Source: an optimization exercise on an open RTL-to-GDS flow (aim: small area, a short achievable clock period and few clock cycles per item). Production flows keep margins and buffers that such runs may drop.
In this exercise RTL edits were held to simulation tests only and were not proved equivalent to the original.

### flow/config.mk
export PLATFORM = sky130hd
export DESIGN_NAME = matmul_top
export DESIGN_NICKNAME = matmul_top
export VERILOG_FILES = /design/flow/design.v
export SDC_FILE = /design/flow/constraint.sdc
export NUM_CORES = 4
export LEC_CHECK = 0
export CAP_MARGIN = 20
export CELL_PAD_IN_SITES_DETAIL_PLACEMENT = 1
export CORE_MARGIN = 2
export CORE_UTILIZATION = 40
export PLACE_DENSITY = 0.5
export SLEW_MARGIN = 20
### flow/run.sh
#!/bin/bash
# synth_recipe.tcl (not shown) runs the flow's synth.tcl, then flattens the netlist and writes it again
# the make line also repeats each setting of config.mk as NAME=value (left out here)
make -C /OpenROAD-flow-scripts/flow DESIGN_CONFIG=/design/flow/config.mk WORK_HOME=/design/flow/orfs CLKGATE_MAP_FILE= SYNTH_SCRIPT=/design/flow/synth_recipe.tcl finish
### flow/design.v
package mm_cfg_pkg;
        localparam int MAT_DIM   = 10;   
        localparam int IDX_W     = 4;    
        localparam int OPERAND_W = 16;
        localparam int RESULT_W  = 32;
        typedef logic [IDX_W-1:0] idx_t;
        typedef logic signed [OPERAND_W-1:0] operand_t;
        typedef logic signed [RESULT_W-1:0] result_t;
        localparam idx_t IDX_LAST = idx_t'(MAT_DIM - 1);
        typedef struct packed {
                idx_t row;
                idx_t col;
        } mat_addr_t;
        typedef struct packed {
                logic                 valid;
                logic                 sel_b;   
                mat_addr_t            addr;
                operand_t data;
        } load_req_t;
        typedef struct packed {
                logic      valid;
                logic      first;   
                logic      last;    
                mat_addr_t dest;
        } mac_ctl_t;
        typedef struct packed {
                logic                valid;
                mat_addr_t           addr;
                result_t             data;
        } result_wr_t;
endpackage
`timescale 1ns/1ps
module matrix_ram #(
        parameter int  WIDTH        = mm_cfg_pkg::OPERAND_W,
        parameter bit  CLEAR_ON_RST = 1'b0
) (
        input  logic                  clk,
        input  logic                  rst,
        input  logic                  wr_en_i,
        input  mm_cfg_pkg::mat_addr_t wr_addr_i,
        input  logic [WIDTH-1:0]      wr_data_i,
        input  mm_cfg_pkg::mat_addr_t rd_addr_i,
        output logic [WIDTH-1:0]      rd_data_o
);
        logic [WIDTH-1:0] mem [mm_cfg_pkg::MAT_DIM][mm_cfg_pkg::MAT_DIM];
        if (CLEAR_ON_RST) begin : g_clr
                always_ff @(posedge clk or posedge rst) begin
                        if (rst) begin
                                for (int r = 0; r < mm_cfg_pkg::MAT_DIM; r++) begin
                                        for (int c = 0; c < mm_cfg_pkg::MAT_DIM; c++) begin
                                                mem[r][c] <= '0;
                                        end
                                end
                        end else if (wr_en_i) begin
                                mem[wr_addr_i.row][wr_addr_i.col] <= wr_data_i;
                        end
                end
        end else begin : g_noclr
                always_ff @(posedge clk) begin
                        if (wr_en_i) mem[wr_addr_i.row][wr_addr_i.col] <= wr_data_i;
                end
        end
        always_ff @(posedge clk) begin
                rd_data_o <= mem[rd_addr_i.row][rd_addr_i.col];   
        end
endmodule
`timescale 1ns/1ps
module mm_sequencer (
        input  logic                  clk,
        input  logic                  rst,
        input  logic                  start_i,
        output logic                  busy_o,
        output logic                  done_o,
        output mm_cfg_pkg::mat_addr_t a_addr_o,
        output mm_cfg_pkg::mat_addr_t b_addr_o,
        output mm_cfg_pkg::mac_ctl_t  ctl_o,
        input  logic                  last_wr_i
);
        logic                 busy_q;
        logic                 done_q;
        logic                 issue_q;   
        logic                 start_ok;
        mm_cfg_pkg::idx_t     row_q;
        mm_cfg_pkg::idx_t     col_q;
        mm_cfg_pkg::idx_t     k_q;
        mm_cfg_pkg::mat_addr_t a_addr_q;
        mm_cfg_pkg::mat_addr_t b_addr_q;
        mm_cfg_pkg::mac_ctl_t  ctl_pre_q;   
        mm_cfg_pkg::mac_ctl_t  ctl_q;       
        assign start_ok = start_i && !busy_q;
        always_ff @(posedge clk or posedge rst) begin
                if (rst) begin
                        busy_q <= 1'b0;
                        done_q <= 1'b0;
                end else if (start_ok) begin
                        busy_q <= 1'b1;
                        done_q <= 1'b0;
                end else if (last_wr_i) begin
                        busy_q <= 1'b0;
                        done_q <= 1'b1;   
                end
        end
        always_ff @(posedge clk or posedge rst) begin
                if (rst) begin
                        issue_q <= 1'b0;
                        row_q   <= '0;
                        col_q   <= '0;
                        k_q     <= '0;
                end else if (start_ok) begin
                        issue_q <= 1'b1;
                        row_q   <= '0;
                        col_q   <= '0;
                        k_q     <= '0;
                end else if (issue_q) begin
                        if (k_q == mm_cfg_pkg::IDX_LAST) begin
                                k_q <= '0;
                                if (col_q == mm_cfg_pkg::IDX_LAST) begin
                                        col_q <= '0;
                                        if (row_q == mm_cfg_pkg::IDX_LAST) issue_q <= 1'b0;
                                        else row_q <= row_q + 1'b1;
                                end else begin
                                        col_q <= col_q + 1'b1;
                                end
                        end else begin
                                k_q <= k_q + 1'b1;
                        end
                end
        end
        always_ff @(posedge clk) begin
                a_addr_q <= {row_q, k_q};
                b_addr_q <= {k_q, col_q};
        end
        always_ff @(posedge clk or posedge rst) begin
                if (rst) begin
                        ctl_pre_q <= '0;
                        ctl_q     <= '0;
                end else begin
                        ctl_pre_q.valid <= issue_q;
                        ctl_pre_q.first <= issue_q && (k_q == '0);
                        ctl_pre_q.last  <= issue_q && (k_q == mm_cfg_pkg::IDX_LAST);
                        ctl_pre_q.dest  <= {row_q, col_q};
                        ctl_q           <= ctl_pre_q;   
                end
        end
        assign busy_o   = busy_q;
        assign done_o   = done_q;
        assign a_addr_o = a_addr_q;
        assign b_addr_o = b_addr_q;
        assign ctl_o    = ctl_q;
endmodule
`timescale 1ns/1ps
module mac_accumulator (
        input  logic                   clk,
        input  logic                   rst,
        input  mm_cfg_pkg::operand_t   a_i,
        input  mm_cfg_pkg::operand_t   b_i,
        input  mm_cfg_pkg::mac_ctl_t   ctl_i,
        output mm_cfg_pkg::result_wr_t wr_o,
        output logic                   last_wr_o
);
        mm_cfg_pkg::result_t   prod;
        mm_cfg_pkg::result_t   sum;
        mm_cfg_pkg::result_t   acc_q;
        logic                  wr_vld_q;
        logic                  last_wr_q;
        mm_cfg_pkg::mat_addr_t wr_addr_q;
        mm_cfg_pkg::result_t   wr_data_q;
        logic                  at_final;
        assign prod = mm_cfg_pkg::result_t'(a_i) * mm_cfg_pkg::result_t'(b_i);
        assign sum  = ctl_i.first ? prod : acc_q + prod;   
        assign at_final = (ctl_i.dest.row == mm_cfg_pkg::IDX_LAST) &&
                          (ctl_i.dest.col == mm_cfg_pkg::IDX_LAST);
        always_ff @(posedge clk) begin
                if (ctl_i.valid) acc_q <= sum;
        end
        always_ff @(posedge clk or posedge rst) begin
                if (rst) begin
                        wr_vld_q  <= 1'b0;
                        last_wr_q <= 1'b0;
                end else begin
                        wr_vld_q  <= ctl_i.valid && ctl_i.last;
                        last_wr_q <= ctl_i.valid && ctl_i.last && at_final;
                end
        end
        always_ff @(posedge clk) begin
                if (ctl_i.valid && ctl_i.last) begin
                        wr_addr_q <= ctl_i.dest;
                        wr_data_q <= sum;
                end
        end
        assign wr_o      = {wr_vld_q, wr_addr_q, wr_data_q};
        assign last_wr_o = last_wr_q;
endmodule
`timescale 1ns/1ps
module matmul_top (
        input  logic                 clk,
        input  logic                 rst,
        input  logic                 load_valid_i,
        input  logic                 load_sel_b_i,   
        input  mm_cfg_pkg::idx_t     load_row_i,
        input  mm_cfg_pkg::idx_t     load_col_i,
        input  mm_cfg_pkg::operand_t load_data_i,
        input  logic                 start_i,
        output logic                 busy_o,
        output logic                 done_o,
        input  mm_cfg_pkg::idx_t     rd_row_i,
        input  mm_cfg_pkg::idx_t     rd_col_i,
        output mm_cfg_pkg::result_t  rd_data_o
);
        mm_cfg_pkg::load_req_t  load_i;
        mm_cfg_pkg::mat_addr_t  rd_addr_i;
        logic                   a_wr_en;
        logic                   b_wr_en;
        mm_cfg_pkg::mat_addr_t  a_addr;
        mm_cfg_pkg::mat_addr_t  b_addr;
        mm_cfg_pkg::operand_t   a_data;
        mm_cfg_pkg::operand_t   b_data;
        mm_cfg_pkg::mac_ctl_t   ctl;
        mm_cfg_pkg::result_wr_t res_wr;
        logic                   last_wr;
        assign load_i.valid    = load_valid_i;
        assign load_i.sel_b    = load_sel_b_i;
        assign load_i.addr.row = load_row_i;
        assign load_i.addr.col = load_col_i;
        assign load_i.data     = load_data_i;
        assign rd_addr_i.row   = rd_row_i;
        assign rd_addr_i.col   = rd_col_i;
        assign a_wr_en = load_i.valid && !load_i.sel_b;
        assign b_wr_en = load_i.valid && load_i.sel_b;
        matrix_ram #(
                .WIDTH (mm_cfg_pkg::OPERAND_W)
        ) u_mat_a (
                .clk       (clk),
                .rst       (rst),
                .wr_en_i   (a_wr_en),
                .wr_addr_i (load_i.addr),
                .wr_data_i (load_i.data),
                .rd_addr_i (a_addr),
                .rd_data_o (a_data)
        );
        matrix_ram #(
                .WIDTH (mm_cfg_pkg::OPERAND_W)
        ) u_mat_b (
                .clk       (clk),
                .rst       (rst),
                .wr_en_i   (b_wr_en),
                .wr_addr_i (load_i.addr),
                .wr_data_i (load_i.data),
                .rd_addr_i (b_addr),
                .rd_data_o (b_data)
        );
        mm_sequencer u_seq (
                .clk       (clk),
                .rst       (rst),
                .start_i   (start_i),
                .busy_o    (busy_o),
                .done_o    (done_o),
                .a_addr_o  (a_addr),
                .b_addr_o  (b_addr),
                .ctl_o     (ctl),
                .last_wr_i (last_wr)
        );
        mac_accumulator u_mac (
                .clk       (clk),
                .rst       (rst),
                .a_i       (a_data),
                .b_i       (b_data),
                .ctl_i     (ctl),
                .wr_o      (res_wr),
                .last_wr_o (last_wr)
        );
        matrix_ram #(
                .WIDTH        (mm_cfg_pkg::RESULT_W),
                .CLEAR_ON_RST (1'b1)
        ) u_mat_c (
                .clk       (clk),
                .rst       (rst),
                .wr_en_i   (res_wr.valid),
                .wr_addr_i (res_wr.addr),
                .wr_data_i (res_wr.data),
                .rd_addr_i (rd_addr_i),
                .rd_data_o (rd_data_o)
        );
endmodule
### flow/constraint.sdc
create_clock -name core_clock -period 11.0 [get_ports {clk}]
set_input_delay 2.2000 -clock core_clock [delete_from_list [all_inputs] [get_ports {clk}]]
set_output_delay 2.2000 -clock core_clock [all_outputs]
set_load 0.01 [all_outputs]
==> run notes <==
- Entering global routing, the biggest net connects 169 pins.
- Counting instances, the worst hold path has a depth of 0.
- The transition at the pin with the smallest max-transition slack is 1.31 ns.
- The detailed router's first-iteration violation count is 21900.
- The class of the worst hold path is reg -> reg.
- Along the worst path, the maximum fanout reaches 16.
- Dividing the detail-routed wire length by the instance count gives 40.9 um.
- The critical path is of the reg -> reg type.
- The total of max-cap violations is 0.
- TritonCTS built the clock tree.
- Summing every instance area after synthesis gives 278000 um^2.
- The path depth of the worst reg2reg path is 25.
- The sum of net half-perimeters after detailed placement is 670000 um.
- The share of the Yosys chip area taken by registers is 65.1%.
- The final worst setup slack is 1.90 ns.
- Synthesis produced a netlist whose cell count is 16800.
- The worst setup path is captured at a flop.
- The core region is 693000 um^2.
- The count of final max-slew check failures is 0.
- In this run the clock root is driven by a clkbuf_16.
- The number of flip-flops and latches in the synthesized netlist is 6587.
- From left edge to right edge, the die measures 837 um.
- The flow ran to the end and the layout has no timing, DRC or antenna violations.
- When the netlist entered floorplanning its net count stood at 17200.
- Wires add up to 1100000 um.
- Timing would allow up to 0.110 GHz.
- The number of buffers created by CTS is 717.
- The post-place setup slack is 1.92 ns.
- The nature of the critical path startpoint is a flop.
- The weighted congestion reported at the end of routability-driven placement is 0.929.
- The final count of hold timing violations came to 0.
- The worst clock skew on the final layout is 0.0840 ns.
- The number of nets in the layout is 17500.
- The commonest non-fill, non-tap cell in the layout is edfxtp_1.
- The number of post-CTS setup repair buffers is 0.
- The starting density of the core is 40.1%.
- The die extent in y is 837 um.
- Data on the critical path is required at its endpoint by 11.86 ns.
- The residual antenna-violating net count after detailed routing is 0.
- Dividing the final minimum period by the clock period gives 82.7%.
- Counting every sink on the clock net gives 6587.
- The prevailing post-synth register cell is edfxtp_1.
- The first-pass GRT wire length is 1500000 um.
- For this run, design rule violations remaining after detail routing come to 0.
- The pre-antenna-repair detailed-routing pass consisted of 9 iterations.
- The later pin in the worst-skew pair is clocked with a latency of 1.20 ns.
- Hold is met by 0.345 ns.
- The number of enable-type register cells in the synthesized netlist is 3272.
- The number of buffers between clock root and the deepest sink is 4.
- Global routing finished with a remaining overflow of 0.
- The minimum period implied by the final worst setup slack is 9.10 ns.
- Each instance of the synthesized netlist takes up on average 16.6 um^2.
- The routed via count divided by cell count is 6.28.
- The clock transition time at the flip-flop clock pins of the worst setup and hold paths is 0.06 ns.
- In the layout the commonest cells are edfxtp_1 (3272), dfrtp_1 (3238), mux2_2 (3211), mux4_2 (1008), a22oi_1 (915).
- Counting flops with an async set or reset pin after synthesis yields a share of 49.2%.
- The number of resized instances in the post-cts repair step is 0.
- The global-route usage over all layers is 30.8%.
- The hold-fix buffer count after cts is 0.
- The number of levels in the clock H-tree is 6.
- Headroom to the max-slew limit came out at 12.6%.
- The routed layout has 169000 vias.
- The number of cell rows is 306.
- Setup repair after global routing left no endpoint under its margin.
- The number of buffers added on ports is 70.
- The die covers 701000 um^2.
- The via count of the first global-routing pass is 171000.
- The initial antenna violation count is 86.
- Setup violations remaining at the end of the flow were counted as 0.
- The final cell utilization of the core is 45.7%.
- The netlist uses 79 different library cells.
- Data arrives at the worst endpoint at 9.95 ns.
- 71 I/O pins were placed.
- The post-route netlist has 36.1% of its cells at a drive strength greater than 1.
- The number of warnings printed during yosys synthesis is 5.
- The area overhead of the layout relative to synthesis is 14.0%.
- Adding up every negative setup slack in the final design gives 0 ns.
## Yosys cell counts (17+ instances only)
cell / instances / area (um^2)
and2_1: 136 / 851
a2111oi_0: 18 / 158
buf_2: 128 / 641
fa_1: 273 / 5470
mux2_2: 3211 / 36200
or3_1: 19 / 119
nor2_1: 405 / 1520
mux2i_1: 20 / 200
a222oi_1: 182 / 1820
a22o_1: 146 / 1280
a21oi_1: 129 / 646
nand4_1: 226 / 1410
dfrtp_1: 3239 / 81100
inv_1: 330 / 1240
a21o_1: 28 / 210
a22oi_1: 915 / 6870
ha_1: 152 / 1900
edfxtp_1: 3272 / 98300
xor2_1: 26 / 228
a211oi_1: 20 / 150
a41oi_1: 24 / 210
and3_1: 36 / 225
nor3_1: 140 / 701
and4_1: 41 / 359
nand2_1: 597 / 2240
nor4_1: 83 / 519
buf_1: 295 / 1110
xnor2_1: 60 / 526
nand2b_1: 22 / 138
nand3_1: 204 / 1020
mux4_2: 1008 / 22700
a221oi_1: 124 / 1090
clkbuf_1: 907 / 3400
dfxtp_1: 76 / 1520
nor2b_1: 17 / 106
o21ai_0: 86 / 430
## flip-flops by register name, indices dropped and copies added, names as in the netlist, 8 cells and up
| name | cells |
|---|---|
| u_mat_b.mem | 1600 |
| u_seq.a_addr_q | 8 |
| u_mat_b.rd_data_o | 16 |
| u_seq.ctl_pre_q | 11 |
| u_mat_c.mem | 3200 |
| u_seq.ctl_q | 11 |
| u_mat_a.rd_data_o | 16 |
| u_mat_c.rd_data_o | 32 |
| u_mat_a.mem | 1600 |
| u_mac.wr_addr_q | 8 |
| u_mac.wr_data_q | 32 |
| u_mac.acc_q | 32 |
## stage by stage
step,instances,area [um^2]
after floorplan,16800,278000
after CTS,26800,317000
final,26900,317000
after detailed placement,25500,293000
after global placement,25500,293000
after global routing,26800,317000
## layout make-up
| cell class | instances | area [um^2] |
|---|---|---|
| fillers | 65500 | 377000 |
| flip-flops and latches | 6587 | 181000 |
| multi-input cells | 8510 | 92200 |
| clock buffers | 1016 | 20400 |
| well taps | 9240 | 11600 |
| repair buffers | 844 | 7390 |
| clock inverters | 304 | 2870 |
| inverters | 330 | 1240 |
| diodes | 46 | 115 |
## final timing paths
path	startpoint	endpoint	slack [ns]
max	u_mat_a.rd_data_o[9]	u_mac.acc_q[30]	1.90
min	u_seq.ctl_pre_q[10]	u_seq.ctl_q[10]	0.35
max reg2reg	u_mat_a.rd_data_o[9]	u_mac.acc_q[30]	1.90
min reg2reg	u_seq.ctl_pre_q[10]	u_seq.ctl_q[10]	0.35
max in group asynchronous	rst	u_seq.ctl_q[9]	6.96
min in group asynchronous	rst	u_mat_c.mem[61][11]	1.60
## critical path: stages, from the launching register on
cell and delay (ns):
dfxtp_1 0.75, nand2_1 0.19, fa_1 0.54, fa_1 0.60
fa_1 0.46, fa_1 0.55, inv_1 0.06, fa_1 0.49
fa_1 0.41, ha_1 0.38, a21o_1 0.22, a21o_1 0.19
a21oi_1 0.21, o31a_1 0.21, o21ai_0 0.13, xor2_1 0.18
ha_1 0.41, nand4_1 0.20, or3_1 0.39, nor2_1 0.12
a22o_1 0.14, a311oi_1 0.10, o41ai_1 0.75, o311ai_1 0.30
o2111a_1 0.29, or4_1 0.56
## kinds of logic (layout without fill, tap and decap cells)
group,Yosys count,count (layout),synth area share [%]
compound gates,1773,1773,4.92
xor+xnor,88,88,0.285
fa+ha+maj,425,425,2.65
buf+inv,1663,2494,2.31
flops,6587,6587,65.1
mux,4239,4239,21.3
other cells,0,46,0
simple gates,1985,1985,3.49
## routing by layer
layer | vias up | global-route usage [%] | part of all wire, %
li1 | 65200 | - | -
met4 | 32 | 16.0 | 6.2
met3 | 2452 | 5.49 | 7.6
met1 | 93000 | 41.6 | 41
met5 | - | 0 | 0.017
met2 | 8162 | 48.0 | 46
Testbench counts, summed over its fixed seeds: cycles 58,600, jobs 48.

afterwards: timing with drivers on the ports:
No port has a modelled driver above. Below, the same layout with a new extraction and two added sets of constraints. Step 1 (the two cells are an assumption about what drives the block):
set clk [get_ports {clk}]
set_driving_cell -lib_cell sky130_fd_sc_hd__clkbuf_16 $clk
set_driving_cell -lib_cell sky130_fd_sc_hd__buf_2 [delete_from_list [all_inputs] $clk]
Step 2, shift: input delay + t, output delay - t, t = (earliest + latest rising clock arrival at the registers) / 2. This alone moves slack from input paths to output paths. Slacks: ideal / step 1 / step 2; pairs: ideal / step 1.
t (ns): 1.291
slack for setup (ns): 1.901 / 1.901 / 1.874
pins driven straight from the clock port: 1
After both steps this run still meets setup and hold. For this run, drivers alone change the setup slack by 0.000 ns; drivers and shift together by -0.027 ns.
